Context: an optimization exercise on an open-source flow, tuned for small area. The choices shown serve that exercise and are no tape-out recipe.
The RTL was checked by simulation tests, not by an equivalence proof against the original design.
Power is estimated from default activity; no workload was simulated.

==> design.v <==
package ringPkg;
	localparam int NodeCount = 7;
	localparam int NodeIdWidth = 3;
	localparam int PayloadWidth = 32;
	localparam int DataWidth = NodeIdWidth + PayloadWidth;
	localparam int UtilWidth = 8;
	localparam int UtilWindow = 256;
	typedef logic [NodeIdWidth-1:0] nodeId_t;
	typedef logic [DataWidth-1:0] flit_t;
endpackage
`timescale 1ns/1ps
module slotFifo #(
	parameter int Depth = 8,
	parameter int Width = 34
) (
	input  logic             clk,
	input  logic             reset,
	input  logic             write,
	input  logic [Width-1:0] writeData,
	input  logic             arrive,
	input  logic             pop,
	output logic [Width-1:0] popData,
	output logic             notEmpty,
	output logic             hasRoom
);
	localparam int PtrWidth = $clog2(Depth);
	localparam int CountWidth = $clog2(Depth + 1);
	logic [Width-1:0] mem [Depth];
	logic [PtrWidth-1:0] wrPtr;
	logic [PtrWidth-1:0] rdPtr;
	logic [CountWidth-1:0] count;
	assign notEmpty = (count != '0);
	assign hasRoom = (int'(count) <= Depth - 2);
	always_comb begin
		popData = '0;
		for (int i = 0; i < Depth; i++) begin
			popData = popData | (mem[i] & {Width{rdPtr == PtrWidth'(i)}});
		end
	end
	always_ff @(posedge clk) begin
		if (write) begin
			mem[wrPtr] <= writeData;
		end
	end
	always_ff @(posedge clk) begin
		if (reset) begin
			wrPtr <= '0;
			rdPtr <= '0;
			count <= '0;
		end else begin
			if (write) begin
				wrPtr <= wrPtr + 1'b1;
			end
			if (pop) begin
				rdPtr <= rdPtr + 1'b1;
			end
			case ({arrive, pop})
				2'b10:   count <= count + 1'b1;
				2'b01:   count <= count - 1'b1;
				default: count <= count;
			endcase
		end
	end
endmodule
`timescale 1ns/1ps
module routeCompute #(
	parameter int SrcId = 0
) (
	input  ringPkg::nodeId_t exitNode,
	output logic             toEject,
	output logic             toClockwise,
	output logic [1:0]       hopsLeft
);
	localparam int HalfRing = (ringPkg::NodeCount - 1) / 2;
	int hops;
	always_comb begin
		hops = 0;
		for (int e = 0; e < (1 << ringPkg::NodeIdWidth); e++) begin
			if (int'(exitNode) == e) begin
				hops = (e + ringPkg::NodeCount - SrcId) % ringPkg::NodeCount;
			end
		end
	end
	assign toEject = (hops == 0);
	assign toClockwise = (hops >= 1) && (hops <= HalfRing);
	always_comb begin
		if (exitNode == 3'd7) begin
			hopsLeft = 2'd3;
		end else if (toClockwise) begin
			hopsLeft = 2'(hops - 1);
		end else begin
			hopsLeft = 2'(ringPkg::NodeCount - 1 - hops);
		end
	end
endmodule
`timescale 1ns/1ps
module utilCounter (
	input  logic                            clk,
	input  logic                            reset,
	input  logic                            windowEnd,
	input  logic                            countEvent,
	output logic [ringPkg::UtilWidth-1:0]   util
);
	localparam logic [ringPkg::UtilWidth-1:0] CountMax = '1;
	logic [ringPkg::UtilWidth-1:0] eventCnt;
	logic [ringPkg::UtilWidth-1:0] eventNext;
	assign eventNext = (countEvent && (eventCnt != CountMax)) ? eventCnt + 1'b1 : eventCnt;
	always_ff @(posedge clk) begin
		if (reset) begin
			eventCnt <= '0;
			util <= '0;
		end else begin
			if (windowEnd) begin
				util <= eventNext;
				eventCnt <= '0;
			end else begin
				eventCnt <= eventNext;
			end
		end
	end
endmodule
`timescale 1ns/1ps
module ringRouter #(
	parameter int SrcId = 0,
	parameter int InterNodeFifoDepth = 8
) (
	input  logic                          clk,
	input  logic                          reset,
	input  logic                          windowEnd,
	input  ringPkg::flit_t                inject,
	input  logic                          injectReceive,
	input  logic [33:0]                   ClockwiseIn,
	input  logic                          ClockwiseWrite,
	input  logic                          ClockwiseReceive,
	input  logic [33:0]                   CounterClockwiseIn,
	input  logic                          CounterClockwiseWrite,
	input  logic                          CounterClockwiseReceive,
	input  logic                          ClockwiseNextSlotAvail,
	input  logic                          CounterClockwiseNextSlotAvail,
	input  logic                          EjectSlotAvail,
	output logic [33:0]                   ClockwiseOut,
	output logic                          ClockwiseWriteOut,
	output logic [33:0]                   CounterClockwiseOut,
	output logic                          CounterClockwiseWriteOut,
	output ringPkg::flit_t                eject,
	output logic                          ClockwiseSend,
	output logic                          CounterClockwiseSend,
	output logic                          ejectSend,
	output logic                          ClockwiseSlotAvail,
	output logic                          CounterClockwiseSlotAvail,
	output logic                          InjectSlotAvail,
	output logic [ringPkg::UtilWidth-1:0] ClockwiseUtil,
	output logic [ringPkg::UtilWidth-1:0] CounterClockwiseUtil,
	output logic [ringPkg::UtilWidth-1:0] InjectUtil
);
	localparam int ExitLsb = ringPkg::PayloadWidth;
	localparam int PW = ringPkg::PayloadWidth;
	ringPkg::flit_t injData;
	logic injValid;
	logic [33:0] cwData, ccwData;
	logic cwNotEmpty, ccwNotEmpty;
	logic cwPop, ccwPop, injPop;
	logic injToEject, injToClockwise;
	logic [1:0] injHops;
	logic injEject, injCw, injCcw;
	logic cwEject, cwTransit, ccwEject, ccwTransit;
	logic cwTakeTransit, cwTakeInject, ccwTakeTransit, ccwTakeInject;
	logic [1:0] cwHopsNext, ccwHopsNext;
	logic [2:0] ejectReq, ejectGrant;
	logic [1:0] lastGrant;
	logic [PW-1:0] ejectPayload;
	logic ejectExit7;
	assign InjectSlotAvail = !injValid;
	always_ff @(posedge clk) begin
		if (injectReceive && !injValid) begin
			injData <= inject;
		end
	end
	always_ff @(posedge clk) begin
		if (reset) begin
			injValid <= 1'b0;
		end else begin
			injValid <= injectReceive || (injValid && !injPop);
		end
	end
	slotFifo #(.Depth(InterNodeFifoDepth), .Width(34)) uClockwiseFifo (
		.clk(clk), .reset(reset), .write(ClockwiseWrite), .writeData(ClockwiseIn),
		.arrive(ClockwiseReceive), .pop(cwPop), .popData(cwData),
		.notEmpty(cwNotEmpty), .hasRoom(ClockwiseSlotAvail)
	);
	slotFifo #(.Depth(InterNodeFifoDepth), .Width(34)) uCounterClockwiseFifo (
		.clk(clk), .reset(reset), .write(CounterClockwiseWrite), .writeData(CounterClockwiseIn),
		.arrive(CounterClockwiseReceive), .pop(ccwPop), .popData(ccwData),
		.notEmpty(ccwNotEmpty), .hasRoom(CounterClockwiseSlotAvail)
	);
	routeCompute #(.SrcId(SrcId)) uRoute (
		.exitNode(injData[ExitLsb +: ringPkg::NodeIdWidth]),
		.toEject(injToEject),
		.toClockwise(injToClockwise),
		.hopsLeft(injHops)
	);
	assign injEject = injValid && injToEject;
	assign injCw = injValid && !injToEject && injToClockwise;
	assign injCcw = injValid && !injToEject && !injToClockwise;
	assign cwEject = cwNotEmpty && (cwData[PW +: 2] == 2'd0);
	assign cwTransit = cwNotEmpty && !cwEject;
	assign ccwEject = ccwNotEmpty && (ccwData[PW +: 2] == 2'd0);
	assign ccwTransit = ccwNotEmpty && !ccwEject;
	assign cwTakeTransit = cwTransit && ClockwiseNextSlotAvail;
	assign cwTakeInject = injCw && !cwTransit && ClockwiseNextSlotAvail;
	assign ccwTakeTransit = ccwTransit && CounterClockwiseNextSlotAvail;
	assign ccwTakeInject = injCcw && !ccwTransit && CounterClockwiseNextSlotAvail;
	assign cwHopsNext = (cwData[PW +: 2] == 2'd3) ? 2'd3 : cwData[PW +: 2] - 2'd1;
	assign ccwHopsNext = (ccwData[PW +: 2] == 2'd3) ? 2'd3 : ccwData[PW +: 2] - 2'd1;
	assign ClockwiseWriteOut = cwTakeTransit || cwTakeInject;
	assign CounterClockwiseWriteOut = ccwTakeTransit || ccwTakeInject;
	assign ClockwiseOut = cwTransit ? {cwHopsNext, cwData[PW-1:0]} : {injHops, injData[PW-1:0]};
	assign CounterClockwiseOut = ccwTransit ? {ccwHopsNext, ccwData[PW-1:0]} : {injHops, injData[PW-1:0]};
	assign ejectReq = {injEject, ccwEject, cwEject} & {3{EjectSlotAvail}};
	always_comb begin
		ejectGrant = '0;
		case (lastGrant)
			2'd0: begin
				if (ejectReq[1]) ejectGrant[1] = 1'b1;
				else if (ejectReq[2]) ejectGrant[2] = 1'b1;
				else if (ejectReq[0]) ejectGrant[0] = 1'b1;
			end
			2'd1: begin
				if (ejectReq[2]) ejectGrant[2] = 1'b1;
				else if (ejectReq[0]) ejectGrant[0] = 1'b1;
				else if (ejectReq[1]) ejectGrant[1] = 1'b1;
			end
			2'd2: begin
				if (ejectReq[0]) ejectGrant[0] = 1'b1;
				else if (ejectReq[1]) ejectGrant[1] = 1'b1;
				else if (ejectReq[2]) ejectGrant[2] = 1'b1;
			end
			default: begin
				if (ejectReq[1]) ejectGrant[1] = 1'b1;
				else if (ejectReq[2]) ejectGrant[2] = 1'b1;
				else if (ejectReq[0]) ejectGrant[0] = 1'b1;
			end
		endcase
	end
	assign cwPop = ejectGrant[0] || cwTakeTransit;
	assign ccwPop = ejectGrant[1] || ccwTakeTransit;
	assign injPop = ejectGrant[2] || cwTakeInject || ccwTakeInject;
	always_ff @(posedge clk) begin
		if (reset) begin
			ClockwiseSend <= 1'b0;
			CounterClockwiseSend <= 1'b0;
			ejectSend <= 1'b0;
			lastGrant <= 2'd2;
		end else begin
			ClockwiseSend <= ClockwiseWriteOut;
			CounterClockwiseSend <= CounterClockwiseWriteOut;
			ejectSend <= |ejectGrant;
			if (|ejectGrant) begin
				lastGrant <= ejectGrant[0] ? 2'd0 : (ejectGrant[1] ? 2'd1 : 2'd2);
			end
		end
	end
	always_ff @(posedge clk) begin
		if (ejectGrant[0]) begin
			ejectPayload <= cwData[PW-1:0];
		end else if (ejectGrant[1]) begin
			ejectPayload <= ccwData[PW-1:0];
		end else if (ejectGrant[2]) begin
			ejectPayload <= injData[PW-1:0];
		end
	end
	if (SrcId == 0) begin : gExit7
		always_ff @(posedge clk) begin
			if (|ejectGrant) begin
				ejectExit7 <= ejectGrant[2] && !ejectGrant[0] && !ejectGrant[1] &&
					injData[ExitLsb +: ringPkg::NodeIdWidth] == 3'd7;
			end
		end
		assign eject = {{ringPkg::NodeIdWidth{ejectExit7}}, ejectPayload};
	end else begin : gExitN
		assign ejectExit7 = 1'b0;
		assign eject = {ringPkg::nodeId_t'(SrcId), ejectPayload};
	end
	utilCounter uClockwiseUtil (
		.clk(clk), .reset(reset), .windowEnd(windowEnd), .countEvent(ClockwiseSend),
		.util(ClockwiseUtil)
	);
	utilCounter uCounterClockwiseUtil (
		.clk(clk), .reset(reset), .windowEnd(windowEnd), .countEvent(CounterClockwiseSend),
		.util(CounterClockwiseUtil)
	);
	utilCounter uInjectUtil (
		.clk(clk), .reset(reset), .windowEnd(windowEnd), .countEvent(injectReceive),
		.util(InjectUtil)
	);
endmodule
`timescale 1ns/1ps
module ringSwitch #(
	parameter int InterNodeFifoDepth = 8,
	parameter int IntraNodeFifoDepth = 2
) (
	input  logic                                             clk,
	input  logic                                             reset,
	input  logic [ringPkg::NodeCount*ringPkg::DataWidth-1:0] inject,
	input  logic [ringPkg::NodeCount-1:0]                    injectReceive,
	input  logic [ringPkg::NodeCount-1:0]                    EjectSlotAvail,
	output logic [ringPkg::NodeCount*ringPkg::DataWidth-1:0] eject,
	output logic [ringPkg::NodeCount-1:0]                    ejectSend,
	output logic [ringPkg::NodeCount-1:0]                    InjectSlotAvail,
	output logic [ringPkg::NodeCount*ringPkg::UtilWidth-1:0] ClockwiseUtil,
	output logic [ringPkg::NodeCount*ringPkg::UtilWidth-1:0] CounterClockwiseUtil,
	output logic [ringPkg::NodeCount*ringPkg::UtilWidth-1:0] InjectUtil
);
	localparam int WindowWidth = $clog2(ringPkg::UtilWindow);
	logic [33:0] clockwiseData [ringPkg::NodeCount];
	logic [33:0] counterData [ringPkg::NodeCount];
	logic clockwiseWrite [ringPkg::NodeCount];
	logic counterWrite [ringPkg::NodeCount];
	logic clockwiseSend [ringPkg::NodeCount];
	logic counterSend [ringPkg::NodeCount];
	logic clockwiseAvail [ringPkg::NodeCount];
	logic counterAvail [ringPkg::NodeCount];
	logic [WindowWidth-1:0] windowCnt;
	logic windowEnd;
	assign windowEnd = (windowCnt == WindowWidth'(ringPkg::UtilWindow - 1));
	always_ff @(posedge clk) begin
		if (reset) begin
			windowCnt <= '0;
		end else begin
			windowCnt <= windowCnt + 1'b1;
		end
	end
	for (genvar n = 0; n < ringPkg::NodeCount; n++) begin : gNode
		localparam int Prev = (n + ringPkg::NodeCount - 1) % ringPkg::NodeCount;
		localparam int Next = (n + 1) % ringPkg::NodeCount;
		ringRouter #(
			.SrcId(n),
			.InterNodeFifoDepth(InterNodeFifoDepth)
		) uRouter (
			.clk(clk),
			.reset(reset),
			.windowEnd(windowEnd),
			.inject(inject[n*ringPkg::DataWidth +: ringPkg::DataWidth]),
			.injectReceive(injectReceive[n]),
			.ClockwiseIn(clockwiseData[Prev]),
			.ClockwiseWrite(clockwiseWrite[Prev]),
			.ClockwiseReceive(clockwiseSend[Prev]),
			.CounterClockwiseIn(counterData[Next]),
			.CounterClockwiseWrite(counterWrite[Next]),
			.CounterClockwiseReceive(counterSend[Next]),
			.ClockwiseNextSlotAvail(clockwiseAvail[Next]),
			.CounterClockwiseNextSlotAvail(counterAvail[Prev]),
			.EjectSlotAvail(EjectSlotAvail[n]),
			.ClockwiseOut(clockwiseData[n]),
			.ClockwiseWriteOut(clockwiseWrite[n]),
			.CounterClockwiseOut(counterData[n]),
			.CounterClockwiseWriteOut(counterWrite[n]),
			.eject(eject[n*ringPkg::DataWidth +: ringPkg::DataWidth]),
			.ClockwiseSend(clockwiseSend[n]),
			.CounterClockwiseSend(counterSend[n]),
			.ejectSend(ejectSend[n]),
			.ClockwiseSlotAvail(clockwiseAvail[n]),
			.CounterClockwiseSlotAvail(counterAvail[n]),
			.InjectSlotAvail(InjectSlotAvail[n]),
			.ClockwiseUtil(ClockwiseUtil[n*ringPkg::UtilWidth +: ringPkg::UtilWidth]),
			.CounterClockwiseUtil(CounterClockwiseUtil[n*ringPkg::UtilWidth +: ringPkg::UtilWidth]),
			.InjectUtil(InjectUtil[n*ringPkg::UtilWidth +: ringPkg::UtilWidth])
		);
	end
endmodule
==> run.sh <==
#!/bin/bash
# synth_recipe.tcl (not shown) runs the flow's synth.tcl, then flattens the netlist and writes it again
# the make line also repeats each setting of config.mk as NAME=value (left out here)
make -C /OpenROAD-flow-scripts/flow DESIGN_CONFIG=/design/flow/config.mk WORK_HOME=/design/flow/orfs CLKGATE_MAP_FILE= SYNTH_SCRIPT=/design/flow/synth_recipe.tcl finish
==> config.mk <==
export PLATFORM = sky130hd
export DESIGN_NAME = ringSwitch
export DESIGN_NICKNAME = ringSwitch
export VERILOG_FILES = /design/flow/design.v
export SDC_FILE = /design/flow/constraint.sdc
export NUM_CORES = 4
export LEC_CHECK = 0
export CAP_MARGIN = 20
export CORE_MARGIN = 2
export CORE_UTILIZATION = 40
export SLEW_MARGIN = 20
==> constraint.sdc <==
create_clock -name core_clock -period 8.0 [get_ports {clk}]
set_input_delay 1.6000 -clock core_clock [delete_from_list [all_inputs] [get_ports {clk}]]
set_output_delay 1.6000 -clock core_clock [all_outputs]
set_load 0.01 [all_outputs]
==> metrics.md <==
| Metric | Value |
|---|---|
| Run status | finished clean |
| Sum of negative setup slack | 0 ns |
| Number of instances in the synthesized netlist | 11.8k |
| Actual transition at the worst max-transition pin | ~1.2 ns |
| Pwr/cell area | 444 nW/µm² |
| Final clock period utilization by the worst path | between 70% and 80% |
| Hold Path Class | reg2reg |
| Worst Hold Path EP | gNode[0].uRouter.uCounterClockwiseUtil.util[5]$_SDFFE_PP0P_ |
| Worst skew pair latency | 1.08 ns |
| Pre-Repair DR Iteration Count | 13 |
| Clock Path Buffers | 4 |
| I/O pin count | just under 700 |
| Setup crit end kind | flop |
| Worst Reg-to-Reg Cells | 19 |
| Internal reg-to-reg setup slack | 2.24 ns |
| Number of max-cap violations | 0 |
| First-pass GRT wire length | 788000 µm |
| Critical hold path startpoint | gNode[0].uRouter.uCounterClockwiseUtil.util[5]$_SDFFE_PP0P_ |
| Post-DRT Antenna Nets | 0 |
| Number of distinct library cells after synthesis | about 100 |
| Data arrival time at the worst-slack endpoint | 6.74 ns |
| Origin of the worst setup path | gNode[2].uRouter.uCounterClockwiseFifo.rdPtr[0]$_SDFFE_PP0N_ |
| H-tree depth | 5 |
| Number of DRC violations after detailed routing | 0 |
| Initial antenna violation count | 36 |
| Net count, final | ~13k |
| Mean Syn Cell Area | 15.6 µm² |
| Post-synthesis cell area | 185000 µm² |
| Post-layout utilization of the core | 47.1% |
| Unrepaired setup endpoints after global routing | no |
| Final count of negative-setup-slack endpoints | 0 |
| CTS tree | built |
| HPWL after detailed placement | 368000 µm |
| Area added between synthesis and finish | 17.2% |
| Fraction of layout instances using a drive strength above 1 | a little under an eighth |
| Layout Cell Area excl Fill | 216000 µm² |
| Post-CTS repair timing setup buffer count | 0 |
| Max Transition Viols Final | 0 |
| Post_cts resized | 0 |
| # clock sinks | 4804 |
| Total core area | 460000 µm² |
| Detailed-route vias per instance | 5.96 |
| Time the final worst path needs with I/O delays and setup | 5.76 ns |
| Global router's overall resource usage | 23.0% |
| Primary flip-flop cell chosen by synthesis mapping | sky130_fd_sc_hd__edfxtp_1 |
| Final clock skew | 0.0809 ns |
| Maximum single-stage delay on the critical path | about 0.78 ns |
| WS Path Type | reg2reg |
| Final WL | 561000 µm |
| Synth warn | 25 |
| Full die area | 467000 µm² |
| Async set or reset register ratio after synthesis | 0% |
| Via count of the first global-routing pass | between 100k and 150k |
| Number of enable-type register cells in the synthesized netlist | ~4.3k |
| Count of port buffers added during placement | between 600 and 700 |
| Reg clk slew, reported paths | ~0.060 ns |
| Total of hold buffers inserted after clock tree synthesis | 0 |
| Cells traversed along the worst timing path | inv_1 > ha_2 > buf_4 > a222oi_1 > mux2i_1 > a221o_1 > inv_1 > ha_1 > nand2_1 > o2111a_2 > a211oi_1 > inv_1 > ha_1 > xor2_1 > ha_1 > a21oi_1 > xor2_1 > or3_1 > a21oi_1 |
| Endpoints failing hold | 0 |
| Gr ovfl total | 0 |
| Normalized max-slew margin | between 15 and 20% |
| Cts bufs inserted | around 480 |
| Maximum vdd ir drop | 0.000291 V |
| Share of the yosys chip area belonging to registers | 75.3% |
| Horizontal die dimension | 683 µm |
| Placement-stage cell area | 201000 µm² |
| Flip-flop and latch count after synthesis | 4804 |
| Kind of launch point of the worst setup path | flop |
| Worst Path Required | about 9.0 ns |
| Beginning of the worst register-to-register path | gNode[2].uRouter.uCounterClockwiseFifo.rdPtr[0]$_SDFFE_PP0N_ |
| Leakage dissipation | ~73 nW |
| Number of core rows | 249 |
| Largest net degree at the start of global routing | 96 |
| Buffer type at the clock tree root | sky130_fd_sc_hd__clkbuf_16 |
| Average detailed-routed wire length per instance | between 20 and 30 µm |
| Final GP Congestion | 0.905 |
| Initial core utilization | 40.1% |
| Number of DRC violations after detailed-routing iteration 0 | 18.3k |
| Crit Path Max Fanout | 42 |
| Vias after detailed routing | 114k |
| Die Height | roughly 700 µm |
| Achievable clock frequency | 0.174 GHz |
| Cell type of the slowest stage on the worst timing path | sky130_fd_sc_hd__a211oi_1 |
| Capturing point of the worst reg2reg path | gNode[2].uRouter.uClockwiseFifo.count[2]$_SDFFE_PP0P_ |
| Worst hold path stage count | 2 |
where the power goes:
group,internal (mW),switching (mW)
clock network,12.6,9.76
registers,36.9,1.70
logic,10.2,25.0
worst max-delay path by stage:
stage | end | slack, ns | cells after the start
2_1_floorplan | gNode[6].uRouter.uCounterClockwiseFifo.mem[2][0]$_DFFE_PP_ | 1.10 | 14
3_3_place_gp | gNode[2].uRouter.ejectPayload[19]$_DFFE_PP_ | 2.01 | 13
3_5_place_dp | gNode[2].uRouter.ejectPayload[20]$_DFFE_PP_ | 1.94 | 13
4_1_cts | gNode[2].uRouter.ejectPayload[0]$_DFFE_PP_ | 1.84 | 13
5_1_grt | gNode[2].uRouter.uClockwiseFifo.count[2]$_SDFFE_PP0P_ | 1.86 | 19
6_report | gNode[2].uRouter.uClockwiseFifo.count[2]$_SDFFE_PP0P_ | 2.24 | 19
Yosys cell counts, drive strengths merged, types with 35 or more instances:
master,number,share of area (%)
o32ai,67,0.32
xnor2,88,0.42
nand4,48,0.16
a21o,83,0.34
edfxtp,4278,70
and3,44,0.15
nor2,541,1.1
o311ai,69,0.36
xor2,125,0.59
nand2,1154,2.3
o221ai,65,0.31
clkbuf,684,1.4
ha,219,1.5
mux2i,314,1.7
inv,264,0.54
dfxtp,526,5.7
o21ai,653,1.8
buf,189,0.51
nand2b,39,0.13
a31oi,35,0.12
a221o,270,1.5
a21oi,221,0.60
or3,36,0.12
a222oi,1190,6.5
nor3,118,0.32
nand3,133,0.36
critical path: cells and delay by family, from the launching register on:
family / cells / cell delay, ns
XOR/XNOR: 2 / 0.25
flip-flops: 1 / 0.43
multiplexers: 1 / 0.15
AO/OA/AOI/OAI: 6 / 2.16
adder cells (fa/ha/maj): 4 / 1.35
buffers and inverters: 4 / 0.75
AND/OR/NAND/NOR: 2 / 0.53
layer usage:
layer / track usage [%] / part of all wire (%)
met1: 32.1 / 40
met2: 36.0 / 46
met3: 4.01 / 9.5
met4: 8.86 / 4.1
met5: 0 / 0.0062
placed cells by master, fill, tap and decap left out, types with 53 or more instances in the layout:
master and count:
sky130_fd_sc_hd__edfxtp_1 4278, sky130_fd_sc_hd__a222oi_1 1190, sky130_fd_sc_hd__nand2_1 1152, sky130_fd_sc_hd__clkdlybuf4s50_1 668, sky130_fd_sc_hd__o21ai_0 597, sky130_fd_sc_hd__dfxtp_1 526, sky130_fd_sc_hd__clkbuf_16 488, sky130_fd_sc_hd__nor2_1 483
sky130_fd_sc_hd__buf_4 470, sky130_fd_sc_hd__mux2i_1 312, sky130_fd_sc_hd__a221o_1 270, sky130_fd_sc_hd__inv_1 257, sky130_fd_sc_hd__a21oi_1 212, sky130_fd_sc_hd__ha_1 173, sky130_fd_sc_hd__nand3_1 132, sky130_fd_sc_hd__xor2_1 125
sky130_fd_sc_hd__clkbuf_1 105, sky130_fd_sc_hd__clkinv_2 93, sky130_fd_sc_hd__xnor2_1 88, sky130_fd_sc_hd__clkinv_1 86, sky130_fd_sc_hd__nor3_1 83, sky130_fd_sc_hd__a21o_1 83, sky130_fd_sc_hd__o32ai_1 66, sky130_fd_sc_hd__o221ai_1 65
sky130_fd_sc_hd__nor2_4 55, sky130_fd_sc_hd__o21ai_1 53
layout make-up:
| class | count | area [µm²] |
|---|---|---|
| flip-flops and latches | 4804 | 139000 |
| fillers | 39541 | 243000 |
| clock buffers | 616 | 12900 |
| clock inverters | 272 | 2730 |
| multi-input cells | 5884 | 42500 |
| inverters | 272 | 1020 |
| diodes | 14 | 35.0 |
| repair buffers | 1159 | 10500 |
| well taps | 6149 | 7690 |
kinds of logic after synthesis:
| family | synth area share, % |
|---|---|
| AOI/OAI and AO/OA | 12.5 |
| muxes | 1.85 |
| adders and majority gates | 1.48 |
| and+or+nand+nor | 5.39 |
| xor gates and xnor gates | 1.01 |
| buffers and inverters | 2.46 |
| DFF | 75.3 |
| other | 0.00407 |
flip-flops by register name, summed over array words and instances (netlist names), 28 cells and up:
signal / flops
gNode.uRouter.uClockwiseFifo.mem: 1904
gNode.uRouter.uCounterClockwiseFifo.mem: 1904
gNode.uRouter.injData: 245
gNode.uRouter.ejectPayload: 224
gNode.uRouter.uClockwiseUtil.eventCnt: 56
gNode.uRouter.uClockwiseUtil.util: 56
gNode.uRouter.uCounterClockwiseUtil.eventCnt: 56
gNode.uRouter.uCounterClockwiseUtil.util: 56
gNode.uRouter.uInjectUtil.eventCnt: 56
gNode.uRouter.uInjectUtil.util: 56
gNode.uRouter.uClockwiseFifo.count: 28
gNode.uRouter.uCounterClockwiseFifo.count: 28
stage by stage:
| stage | power, mW | hold WS [ns] | instances | setup WS, ns |
|---|---|---|---|---|
| finish | 96.1 | 0.452 | 19170 | 2.24 |
| detailed placement | 73.6 | 0.439 | 18258 | 1.94 |
| global route | 99.5 | 0.467 | 19165 | 1.86 |
| floorplan | 56.4 | 0.418 | 11833 | 1.10 |
| global placement | 73.1 | 0.433 | 18242 | 2.01 |
| CTS | 95.9 | 0.452 | 19146 | 1.84 |

[separate check: timing with driven ports]
The flow's constraints put no driver on any port. The routed layout listed below was extracted and timed again, unchanged, in two steps. Step 1, drivers: a clkbuf_16 drives clk and a buf_2 each remaining input, both assumed. Step 2 times the ports against the registers' clock, not the clock port: input delays grow and output delays shrink by t, the midpoint of the rising clock arrivals with the driver on. Three values: no drivers, after step 1, after step 2; two values: the first two.
t, ns: 1.151
slack for setup (ns): 2.245 / 2.245 / 2.245
worst setup path after step 2: register to register
worst register clock-pin slew, ns: 0.07 / 0.07
pins driven straight from the clock port: 1
After both steps setup and hold are still met in this run. The setup slack of this run moves by 0.000 ns with the drivers and by 0.000 ns with both steps.
